Background: an optimization exercise with open tools, aiming at small area and a short achievable clock period. Do not read the settings as production practice. Only simulation tests tie the RTL to the original design; equivalence was not proved. Power figures rest on the tool's default switching activity, not on a simulated workload.

`flow/flow/run.sh`:
```
#!/bin/bash
# The standard layout (standard.sh), with plain buffers rather than delay
# cells on the ports and no dummy clock loads. standard.sh's output goes to
# standard.log.
set -o pipefail
export BUFFER_PORTS_ARGS="-buffer_cell sky130_fd_sc_hd__buf_2"
export CTS_ARGS="-sink_clustering_enable -repair_clock_nets -dont_use_dummy_load -sink_clustering_size 24 -sink_clustering_max_diameter 50"
bash standard.sh > standard.log 2>&1
```
`flow/config.mk`:
```
export PLATFORM = sky130hd
export DESIGN_NAME = ibexc_data_tag_bridge
export DESIGN_NICKNAME = ibexc_data_tag_bridge
export VERILOG_FILES = /design/flow/design.v
export SDC_FILE = /design/flow/constraint.sdc
export NUM_CORES = 4
export LEC_CHECK = 0
export CAP_MARGIN = 20
export CORE_MARGIN = 2
export CORE_UTILIZATION = 40
export CTS_CLUSTER_DIAMETER = 50
export CTS_CLUSTER_SIZE = 24
export SETUP_SLACK_MARGIN = 4.0
export SLEW_MARGIN = 35
export SYNTH_HIERARCHICAL = 1
```
`flow/constraint.sdc`:
```
create_clock -name core_clock -period 7.0 [get_ports {clk_i}]
set_input_delay 1.4000 -clock core_clock [delete_from_list [all_inputs] [get_ports {clk_i}]]
set_output_delay 1.4000 -clock core_clock [all_outputs]
set_load 0.01 [all_outputs]
```
`flow/standard.sh`:
```
#!/bin/bash
# synth_recipe.tcl (not shown) runs the flow's synth.tcl, then flattens the netlist and writes it again
# the make line also repeats each setting of config.mk as NAME=value (left out here)
make -C /OpenROAD-flow-scripts/flow DESIGN_CONFIG=/design/flow/config.mk WORK_HOME=/design/flow/orfs CLKGATE_MAP_FILE= SYNTH_SCRIPT=/design/flow/synth_recipe.tcl "${@:-finish}"
```
`flow/design.v`:
```
module ibexc_data_tag_bridge #(
    parameter logic [31:0] TagBase        = 32'h2001_0000,
    parameter int          NumGranules    = 2048,
    parameter int          MaxOutstanding = 2
) (
    input  logic        clk_i,
    input  logic        rst_ni,
    input  logic        core_req_i,
    output logic        core_gnt_o,
    output logic        core_rvalid_o,
    input  logic        core_we_i,
    input  logic [3:0]  core_be_i,
    input  logic [31:0] core_addr_i,
    input  logic [32:0] core_wdata_i,
    input  logic        core_is_cap_i,
    output logic [32:0] core_rdata_o,
    output logic        core_err_o,
    output logic        bus_req_o,
    input  logic        bus_gnt_i,
    input  logic        bus_rvalid_i,
    output logic        bus_we_o,
    output logic [3:0]  bus_be_o,
    output logic [31:0] bus_addr_o,
    output logic [31:0] bus_wdata_o,
    input  logic [31:0] bus_rdata_i,
    input  logic        bus_err_i,
    output logic        protocol_err_o
);
    localparam int IdxW  = $clog2(NumGranules);    
    localparam int ColW  = 4;
    localparam int RowW  = IdxW - ColW;            
    localparam int NCol  = 1 << ColW;              
    localparam int NRow  = 1 << RowW;              
    localparam int RegW  = IdxW + 3;               
    localparam int BnkW  = 3;
    localparam int NBnk  = 1 << BnkW;              
    localparam int BRow  = NRow / NBnk;            
    logic            ne_q;       
    logic            full_q;     
    logic            rd_q;       
    logic            wr_q;       
    logic            perr_q;
    logic            clr_q;      
    logic            pol_q;      
    logic [RowW-1:0] row_q   [2];
    logic [ColW-1:0] col_q   [2];
    logic            wr_en_q [2];    
    logic            wval_q  [2];    
    logic            rd_en_q [2];    
    logic            rflag_q [2];    
    logic [NCol-1:0] rowv_q  [2];    
    logic            rowi_q  [2];
    logic            np_q;
    logic            hnew_q;
    logic            nt_raw_q;       
    logic            nt_c1_q;        
    logic            nt_c0_q;        
    logic push, pop;
    assign push = bus_gnt_i & ~full_q;
    assign pop  = bus_rvalid_i & ne_q;
    assign bus_req_o   = core_req_i & ~full_q;
    assign core_gnt_o  = push;
    assign bus_we_o    = core_we_i;
    assign bus_be_o    = core_be_i;
    assign bus_addr_o  = core_addr_i;
    assign bus_wdata_o = core_wdata_i[31:0];
    logic nt_flag;
    assign nt_flag = nt_c0_q | (nt_c1_q & (nt_raw_q ^ ~pol_q));
    logic            h_wr, h_wval, h_rflag;
    logic            h_rd_en;
    logic [RowW-1:0] h_row;
    logic [ColW-1:0] h_col;
    logic [NCol-1:0] h_rowv;
    assign h_wr    = rd_q ? wr_en_q[1] : wr_en_q[0];
    assign h_wval  = rd_q ? wval_q[1]  : wval_q[0];
    assign h_rd_en = rd_q ? rd_en_q[1] : rd_en_q[0];
    assign h_rflag = hnew_q ? nt_flag : (rd_q ? rflag_q[1] : rflag_q[0]);
    assign h_row   = rd_q ? row_q[1]   : row_q[0];
    assign h_col   = rd_q ? col_q[1]   : col_q[0];
    assign h_rowv  = rd_q ? (rowv_q[1] ^ {NCol{rowi_q[1]}}) : (rowv_q[0] ^ {NCol{rowi_q[0]}});
    assign core_rvalid_o      = pop;
    assign core_err_o         = pop & bus_err_i;
    assign core_rdata_o[31:0] = rst_ni ? bus_rdata_i : 32'h0;
    assign core_rdata_o[32]   = pop & ~bus_err_i & h_rflag;
    assign protocol_err_o     = perr_q;
    logic wcommit;
    assign wcommit = pop & ~bus_err_i & h_wr;
    logic [NCol-1:0] h_rownew;
    always_comb begin
        for (int c = 0; c < NCol; c++)
            h_rownew[c] = (h_col == c) ? h_wval : h_rowv[c];
    end
    logic            n_in_region;
    logic [RowW-1:0] n_row;
    logic [ColW-1:0] n_col;
    assign n_in_region = (core_addr_i[31:RegW] == TagBase[31:RegW]);
    assign n_row       = core_addr_i[RegW-1:3+ColW];
    assign n_col       = core_addr_i[ColW+2:3];
    logic [NRow-1:0] rrow;
    logic [NCol-1:0] bankrd [NBnk];
    logic [NCol-1:0] rowraw;     
    logic [NCol-1:0] rowrawn;
    always_comb begin
        for (int r = 0; r < NRow; r++) rrow[r] = (n_row == r);
        rowrawn = '1;
        for (int b = 0; b < NBnk; b++) rowrawn = rowrawn & bankrd[b];
        rowraw = ~rowrawn;
    end
    logic            n_same, n_fwd;
    assign n_same = wcommit & (h_row == n_row);
    assign n_fwd  = clr_q | n_same;
    logic [NCol-1:0] rcol;
    logic            n_raw;
    always_comb begin
        for (int c = 0; c < NCol; c++) rcol[c] = (n_col == c);
    end
    ibexc_data_tag_bridge_csel #(
        .NC (NCol)
    ) u_csel (
        .rown_i (rowrawn),
        .sel_i  (rcol),
        .bit_o  (n_raw)
    );
    logic n_rd_en;
    assign n_rd_en = ~core_we_i & core_is_cap_i & n_in_region;
    logic [NRow-1:0] wa, wb;
    logic [NCol-1:0] wd;
    logic [NCol-1:0] wy [NBnk];
    logic [NBnk-1:0] wany;
    always_comb begin
        for (int r = 0; r < NRow; r++) begin
            wa[r] = clr_q | (wcommit & (h_row == r));
            wb[r] = ~clr_q & (h_row != r);
        end
    end
    assign wd = ~((clr_q ? '0 : h_rownew) ^ {NCol{~pol_q}});
    always_comb begin
        for (int b = 0; b < NBnk; b++) begin
            wany[b] = clr_q | (wcommit & (h_row[RowW-1:RowW-BnkW] == b));
            wy[b]   = wany[b] ? wd : '1;
        end
    end
    for (genvar b = 0; b < NBnk; b++) begin : g_bank
        ibexc_data_tag_bridge_bank #(
            .NR (BRow),
            .NC (NCol)
        ) u_bank (
            .clk_i  (clk_i),
            .wa_i   (wa[b*BRow +: BRow]),
            .wb_i   (wb[b*BRow +: BRow]),
            .wy_i   (wy[b]),
            .rsel_i (rrow[b*BRow +: BRow]),
            .rdn_o  (bankrd[b])
        );
    end
    always_ff @(posedge clk_i) begin
        nt_raw_q <= n_raw;
        nt_c1_q  <= n_rd_en & ~(clr_q | (n_same & (h_col == n_col)));
        nt_c0_q  <= n_rd_en & ~clr_q & n_same & (h_col == n_col) & h_wval;
    end
    always_ff @(posedge clk_i) begin
        for (int k = 0; k < 2; k++) begin
            if (push && (wr_q == (k == 1))) begin
                row_q[k]   <= n_row;
                col_q[k]   <= n_col;
                wr_en_q[k] <= core_we_i & n_in_region;
                wval_q[k]  <= core_is_cap_i & core_wdata_i[32];
                rd_en_q[k] <= n_rd_en;
                rowv_q[k]  <= n_fwd ? (clr_q ? '0 : h_rownew) : rowraw;
                rowi_q[k]  <= ~n_fwd & pol_q;
            end else begin
                if (wcommit && (row_q[k] == h_row)) begin
                    rowv_q[k] <= h_rownew;
                    rowi_q[k] <= 1'b0;
                end
                if (wcommit && (row_q[k] == h_row) && (col_q[k] == h_col))
                    rflag_q[k] <= rd_en_q[k] & h_wval;
                else if (np_q && (wr_q != (k == 1)))
                    rflag_q[k] <= nt_flag;
            end
        end
    end
    always_ff @(posedge clk_i or negedge rst_ni) begin
        if (!rst_ni) begin
            ne_q   <= 1'b0;
            full_q <= 1'b0;
            rd_q   <= 1'b0;
            wr_q   <= 1'b0;
            perr_q <= 1'b0;
            np_q   <= 1'b0;
            hnew_q <= 1'b0;
        end else begin
            np_q   <= push;
            hnew_q <= push & ((rd_q ^ pop) == wr_q);
            if (push) wr_q <= ~wr_q;
            if (pop)  rd_q <= ~rd_q;
            case ({push, pop})
                2'b10: begin
                    ne_q   <= 1'b1;
                    full_q <= ne_q;
                end
                2'b01: begin
                    ne_q   <= full_q;
                    full_q <= 1'b0;
                end
                default: ;
            endcase
            if (bus_rvalid_i && !ne_q) perr_q <= 1'b1;
        end
    end
    always_ff @(posedge clk_i or negedge rst_ni) begin
        if (!rst_ni) clr_q <= 1'b1;
        else         clr_q <= 1'b0;
    end
    always_ff @(posedge clk_i or negedge rst_ni) begin
        if (!rst_ni) pol_q <= 1'b0;
        else         pol_q <= ~pol_q;
    end
endmodule
module ibexc_data_tag_bridge_bank #(
    parameter int NR = 16,
    parameter int NC = 16
) (
    input  logic          clk_i,
    input  logic [NR-1:0] wa_i,
    input  logic [NR-1:0] wb_i,
    input  logic [NC-1:0] wy_i,
    input  logic [NR-1:0] rsel_i,
    output logic [NC-1:0] rdn_o
);
    logic [NC-1:0] tags_q [NR];
    always_ff @(posedge clk_i) begin
        for (int r = 0; r < NR; r++) begin
            tags_q[r] <= ~((tags_q[r] | {NC{wa_i[r]}}) & ({NC{wb_i[r]}} | wy_i));
        end
    end
    logic [NC-1:0] rd;
    always_comb begin
        rd = '0;
        for (int r = 0; r < NR; r++) rd = rd | (tags_q[r] & {NC{rsel_i[r]}});
    end
    assign rdn_o = ~rd;
endmodule
module ibexc_data_tag_bridge_csel #(
    parameter int NC = 16
) (
    input  logic [NC-1:0] rown_i,
    input  logic [NC-1:0] sel_i,
    output logic          bit_o
);
    assign bit_o = |(~rown_i & sel_i);
endmodule
```
==> results of run 1 <==
[worst max-delay path, cell delays in order]
cell,delay (ns)
buf_16,0.13
nor2b_4,0.17
nand3_4,0.24
buf_4,0.27
nor2_1,0.07
buf_4,0.24
a221oi_1,0.51
and4_2,0.54
nand4_1,0.27
nor2_2,0.25
nor2b_2,0.09
a2111oi_4,0.30
nand4_1,0.12
[layout make-up]
type	count	share of cell area
inverter	18	0.0007004
multi-input combinational	4339	0.4086
tap	2542	0.03018
sequential	2124	0.4100
antenna	4	0.00009497
clock buffer	158	0.03752
timing repair buffer	1032	0.1129
[power by group through the flow]
stage	sequential (mW)	clock [mW]	combinational, mW
after floorplan	19.2	0	6.67
after global placement	19.8	0	8.17
after detailed placement	19.9	0	8.53
after CTS	19.9	8.17	9.89
after global routing	21.0	8.60	15.0
final	20.5	8.18	14.7
[registers in the layout (all words and copies together), names as in the netlist, 2 cells and up]
register              cells
rowv_q                   32
col_q                     8
wval_q                    2
g_bank.u_bank.tags_q   2048
wr_en_q                   2
rowi_q                    2
rflag_q                   2
rd_en_q                   2
row_q                    14
[path summary, 6_finish.rpt]
| check | slack (ns) | depth (start not counted) | endpoint | from |
|---|---|---|---|---|
| max in group asynchronous | 6.08 | 3 | clr_q | rst_ni |
| setup reg to reg | 3.65 | 17 | g_bank[4].u_bank.tags_q[13][11] | rd_q |
| min in group asynchronous | 0.64 | 3 | full_q | rst_ni |
| hold reg to reg | 0.45 | 1 | g_bank[2].u_bank.tags_q[1][14] | g_bank[2].u_bank.tags_q[1][14] |
| setup / recovery | 3.04 | 13 | nt_raw_q | core_addr_i[7] |
| hold / removal | 0.45 | 1 | g_bank[2].u_bank.tags_q[1][14] | g_bank[2].u_bank.tags_q[1][14] |
[layer usage]
layer  part of all wire  global-route usage  vias up
met1               0.37              0.3933    36480
li1                   -                   -    29810
met2               0.42              0.4463     5218
met3               0.13             0.07503     1370
met4              0.078              0.1718       16
met5            0.00040            0.004151        -
[repair_timing]
item / CTS / global route
pin swaps: 142 / 259
endpoints found under the hold margin: 0 / 0
gates resized for setup: 1272 / 1384
gates cloned: 22 / 91
setup buffers: 240 / 366
setup endpoints to repair: 2152 / 2090
[stage by stage]
step	power (mW)	cell area [um2]	std cells	worst slack, ns	hold slack (ns)
floorplan	25.86	81620	7581	3.283	0.4223
global placement	27.96	78750	9326	1.388	0.4302
detailed placement	28.47	79180	9335	1.470	0.4381
CTS	37.99	91790	9755	3.364	0.4467
global route	44.54	105400	10210	3.130	0.4573
finish	43.37	105400	10220	3.040	0.4467
[logic make-up after synthesis]
kind of cell,count (synthesis)
flops,2124
buf+inv,1197
xor+xnor,73
mux,16
simple gates,912
other cells,1
fa+ha+maj,1
compound gates,3257
[layout by cell type, fill, tap and decap left out, drive strengths merged, types with 10 or more instances in the layout]
cell       n
a21o      33
a21oi     32
a221oi   528
a22o     513
a311oi    16
a31o      16
and2      33
and4     128
buf     1018
clkbuf   171
dfxtp   2051
edfxtp    64
inv       17
mux2i     14
nand2    387
nand2b    10
nand3     12
nand4     37
nor2     300
nor2b     18
nor3      12
o22ai   2100
xnor2     39
xor2      34
==> reports/metrics.csv, run 1 <==
metric,value,unit
drc,0,
fp.coreArea,194600,um2
drive_gt1_frac,0.4062,
clkTransAtPathRegs,0.08,ns
p_clk_frac,0.189,
synth_simple_gate_area_frac,0.05843,
gp_congestion,0.9906,
wl_per_cell,34.13,um
cts_buffers,158,
grt_pass1_wl,448200,um
syn_nets,7691,
finalNetCount,7783,
viasPerCell,7.135,
grt_overflow,0,
final_max_slew_viol_count,0,
ys_async_sr_fraction,0.004237,
synthCells,7581,
multi_input_area,43060,um2
yosys.cell_types.count,64,
grt_max_degree,44,
cp-end-kind,register,
finish.utilization,0.5416,
ir_worst_vdd,0.0003898,V
antenna_found_initial,11,
cts_tree,done,
crit_type,input pin to register,
clockBufferDepth,3,
clk_latency,0.89,ns
synth-edff-count,64,
path_max_fanout,16,
slew_headroom,0.2565,
cts-htree-levels,4,
worstMarginPinSlew,1.113,ns
status,"complete, no violations",
hold_buffers,0,
yosysSeqAreaShare,0.5526,
synth_top_cell_by_area,dfxtp_1,
swShare,0.3618,
clock-root-buffer,clkbuf_16,
synth_common_cells,"o22ai_1, dfxtp_1, clkbuf_1",
p_int,27.68,mW
hold_violations,0,
start_util,0.4018,
dpl.hpwl,200100,um
combPwrFrac,0.339,
leakage,37.83,nW
drv_cap,0,
drt_iter0_drc,10020,
crit_required,7.68,ns
grt_usage,0.2996,
ys_ff_latch,2124,
yosys-mux-area-fraction,0.002240,
die_area,199000,um2
netlist_top_cells_area,"dfxtp_1, o22ai_1, a221oi_1",
port_buffers,137,
die_h,446.1,um
first_pass_iters,8,
synth-xor-area-share,0.009426,
cts.sinks,2124,
grt_pass1_vias,63540,
regArea,43220,um2
power_per_cell_area,411.6,nW/um2
setup_violations,0,
die_x,446.1,um
ys.flop_type,dfxtp_1,
rsz0062_at_grt,yes,
critPathLaunchType,input pin,
rows,162,
avgSynthCellArea,10.31,um2
fillCellCount,15640,
fmax,252.6,MHz
synthAdderAreaFrac,0.0001600,
drt-total-wl,348700,um
yosysWarnings,28,
hp-class,register to register,
period_needed,3.960,ns
synth.most_common_cell,o22ai_1,
pin_count,216,
switching_power,15.69,mW
finalSetupTns,0,ns
fin_skew,0.1151,ns
netlist.area_leader.share,0.5251,
num_vias,72890,
area_growth,34.80,%
period_share,0.5656,
arrival,4.64,ns
antenna_left,0,
p_seq_frac,0.472,
synthesis.area,78190,um2
synth_top_family_by_area,compound AO/OA/AOI/OAI gates,
synth-compound-area-share,0.3009,
==> run 2, diff against run 1 <==
--- a/flow/config.mk
+++ b/flow/config.mk
@@ -11,5 +11,5 @@
 export CTS_CLUSTER_DIAMETER = 50
 export CTS_CLUSTER_SIZE = 24
-export SETUP_SLACK_MARGIN = 4.0
+export SETUP_SLACK_MARGIN = 3.4
 export SLEW_MARGIN = 35
 export SYNTH_HIERARCHICAL = 1
==> run 2 against run 1 <==
Effect of this change:
- still clean
- hold slack got worse by 0.0025 ns
- flip-flop and latch count unchanged
- clock power increased by 4.9%
- setup slack improved by 0.17 ns
- non-clock buffer count decreased by 506
- clock skew decreased by 0.0059 ns
- die area unchanged
- power decreased by 12%
- critical path depth decreased by 7
- wire length decreased by 14%
- synthesized cell count unchanged
- sequential power decreased by 2%
- largest cell class unchanged
==> reports/metrics.csv, run 2 <==
metric,value,unit
synth-edff-count,64,
antenna_found_initial,11,
post_dp_cell_area,78810,um2
largest_reg_flops,2048,
finish.utilization,0.4502,
synthCells,7581,
layout_commonest_cell,o22ai_1,
path_cells,buf_12 -> xnor2_4 -> a21oi_4 -> a2111oi_4 -> buf_4 -> buf_6,
synth_common_cells,"o22ai_1, dfxtp_1, clkbuf_1",
finalNetCount,7214,
hp-class,register to register,
drc,0,
arrival,2.39,ns
die_h,446.1,um
drive_gt1_frac,0.1981,
wl_met3,29790,um
gp_congestion,0.9766,
grt_pass1_wl,433800,um
grt_overflow,0,
critical_path.top_delay_family,compound AO/OA/AOI/OAI gates,
path_max_fanout,3,
drt-total-wl,301600,um
clkTransAtPathRegs,0.07,ns
synth_top_cell_by_area,dfxtp_1,
crit_required,5.60,ns
die_area,199000,um2
fp.coreArea,194600,um2
cts_tree,done,
regToRegStartpoint,rd_q,
ys_async_sr_fraction,0.004237,
totalPowerFinal,37.96,mW
synth.most_common_cell,o22ai_1,
rows,162,
wl_met1,120600,um
finalSetupTns,0,ns
cts_buffers,174,
hp-start,g_bank[3].u_bank.tags_q[1][14],
post-route-cell-area,87600,um2
top_regs,"g_bank.u_bank.tags_q x2048, rowv_q x32, row_q x14",
grt_max_degree,67,
final_max_slew_viol_count,0,
period_needed,3.794,ns
leakage,31.51,nW
rsz0062_at_grt,yes,
grt_pass1_vias,62190,
viasPerCell,6.842,
wl_per_cell,31.26,um
fillCellCount,17990,
ys_ff_latch,2124,
drv_cap,0,
fmax,263.6,MHz
synthesis.area,78190,um2
port_buffers,137,
avgSynthCellArea,10.31,um2
rrSetupSlack,3.35,ns
grt_usage,0.2896,
reg2reg_to,g_bank[5].u_bank.tags_q[14][15],
slew_headroom,0.2840,
fin_skew,0.1091,ns
setup_violations,0,
min_to,g_bank[3].u_bank.tags_q[1][14],
r2r_cells,7,
regMostFlops,g_bank.u_bank.tags_q,
netlist_top_cells_area,"dfxtp_1, o22ai_1, a221oi_1",
ys.flop_type,dfxtp_1,
first_pass_iters,9,
mostFrequentLayoutCells,"o22ai_1, dfxtp_1, a22o_1, buf_4, a221oi_1",
clock-root-buffer,clkbuf_16,
yosysWarnings,28,
final_cells,9646,
drt_iter0_drc,8493,
num_vias,66000,
power_per_cell_area,433.3,nW/um2
yosysSeqAreaShare,0.5526,
dr.max_layer_used,met5,
netlist.area_leader.share,0.5251,
antenna_left,0,
whs,0.4442,ns
status,"complete, no violations",
critPathLaunchType,register,
dpl.hpwl,198100,um
cp_slowest_cell,a2111oi_4,
period_share,0.5420,
clockBufferDepth,3,
cp.buffers_inverters,3,
hold_buffers,0,
placed_cells,9358,
cp-end-kind,primary output,
crit_type,register to primary output,
hold_violations,0,
yosys.cell_types.count,64,
worstMarginPinSlew,1.074,ns
clk_latency,0.89,ns
cts-htree-levels,4,
hold_depth,1,
fin_ws,3.206,ns
cts.sinks,2124,
die_x,446.1,um
area_growth,12.04,%
post-place-ws,1.416,ns
pin_count,216,
dr_wl_met2,128400,um
syn_nets,7691,
ir_worst_vdd,0.0002718,V
start_util,0.4018,
cpPeakStageDelay,0.41,ns
## run 2: cell counts after synthesis
Identical to the previous run, type by type.
## run 2: cell type report
class                           count  area, um2  area share
Sequential cell                  2124      43210      0.4933
Multi-Input combinational cell   4260      32510      0.3711
Clock buffer                      174       4354     0.04971
Timing Repair Buffer              526       4270     0.04875
Tap cell                         2542       3181     0.03631
Inverter                           18      67.56   0.0007713
Antenna cell                        2      5.005  0.00005713
## run 2: what timing repair did
action                     in CTS  in global routing
resized for setup             446                235
pin swaps                      56                 71
gates cloned                    0                  6
setup endpoints to repair    2046               1448
setup buffers                  86                 18
## run 2: layer usage
| layer | global-route usage | vias to the layer above |
|---|---|---|
| li1 | - | 28530 |
| met1 | 0.3795 | 33170 |
| met2 | 0.4170 | 3494 |
| met3 | 0.07727 | 798 |
| met4 | 0.1923 | 12 |
| met5 | 0 | - |
## run 2: kinds of logic (layout without fill, tap and decap cells)
group,after synthesis,in the layout,share of synthesized area
XOR/XNOR,73,73,0.009426
AND/OR/NAND/NOR,912,912,0.05843
adder cells (fa/ha/maj),1,1,0.0001600
multiplexers,16,16,0.002240
flip-flops,2124,2124,0.5526
AO/OA/AOI/OAI,3257,3257,0.3009
buffers and inverters,1197,718,0.07621
other,1,3,0.00004796
## run 2: worst max-delay path by stage
stage	start	end	slack, ns	cells past startpoint
final	pol_q	core_rdata_o[32]	3.21	6
after global routing	pol_q	core_rdata_o[32]	3.20	6
after CTS	rd_q	core_rdata_o[32]	3.17	4
after detailed placement	core_addr_i[11]	nt_raw_q	1.42	11
after global placement	core_addr_i[13]	nt_raw_q	1.33	11
after floorplan	core_addr_i[12]	nt_raw_q	3.27	15
## run 2: power breakdown
group          internal (mW)  total, mW  leakage (nW)  switching [mW]
logic                   3.69       9.32          11.5            5.64
registers               17.1       20.1          17.9            2.92
clock network           4.35       8.58          2.14            4.23
## run 2: worst reg2reg max path, stage by stage, from the launching register on
cell and delay, ns:
dfrtp_4 0.55, inv_1 0.08, buf_4 0.33, nand2_1 0.17
o22ai_2 0.56, a21o_2 0.81, nand2_1 0.73, o22ai_1 0.37

## separate check: timing with driven ports
The flow's constraints put no driver on any port. The routed layouts listed below were extracted and timed again, unchanged, in two steps. Step 1 assumes that a clkbuf_16 drives the clock port and a buf_2 every other input. Step 2 also shifts input and output timing later by t, the mid clock arrival at the registers, as if the neighbouring blocks saw the same clock. Three values: no drivers, after step 1, after step 2; two values: the first two.
run | t, ns | slack for setup (ns) | hold WS [ns] | clock arrival spread, ns | worst slew at a driven data input, ns
run 1 | 0.923 | 3.040 / 3.068 / 2.145 | 0.447 / 0.447 / 0.447 | 0.117 / 0.117 | 0.67
run 2 | 0.921 | 3.206 / 3.110 / 2.417 | 0.444 / 0.425 / 0.444 | 0.132 / 0.133 | 0.07
After both steps every run listed still meets setup and hold. The setup slack of run 1, which loses most, moves by +0.028 ns with the drivers and by -0.895 ns with both steps.
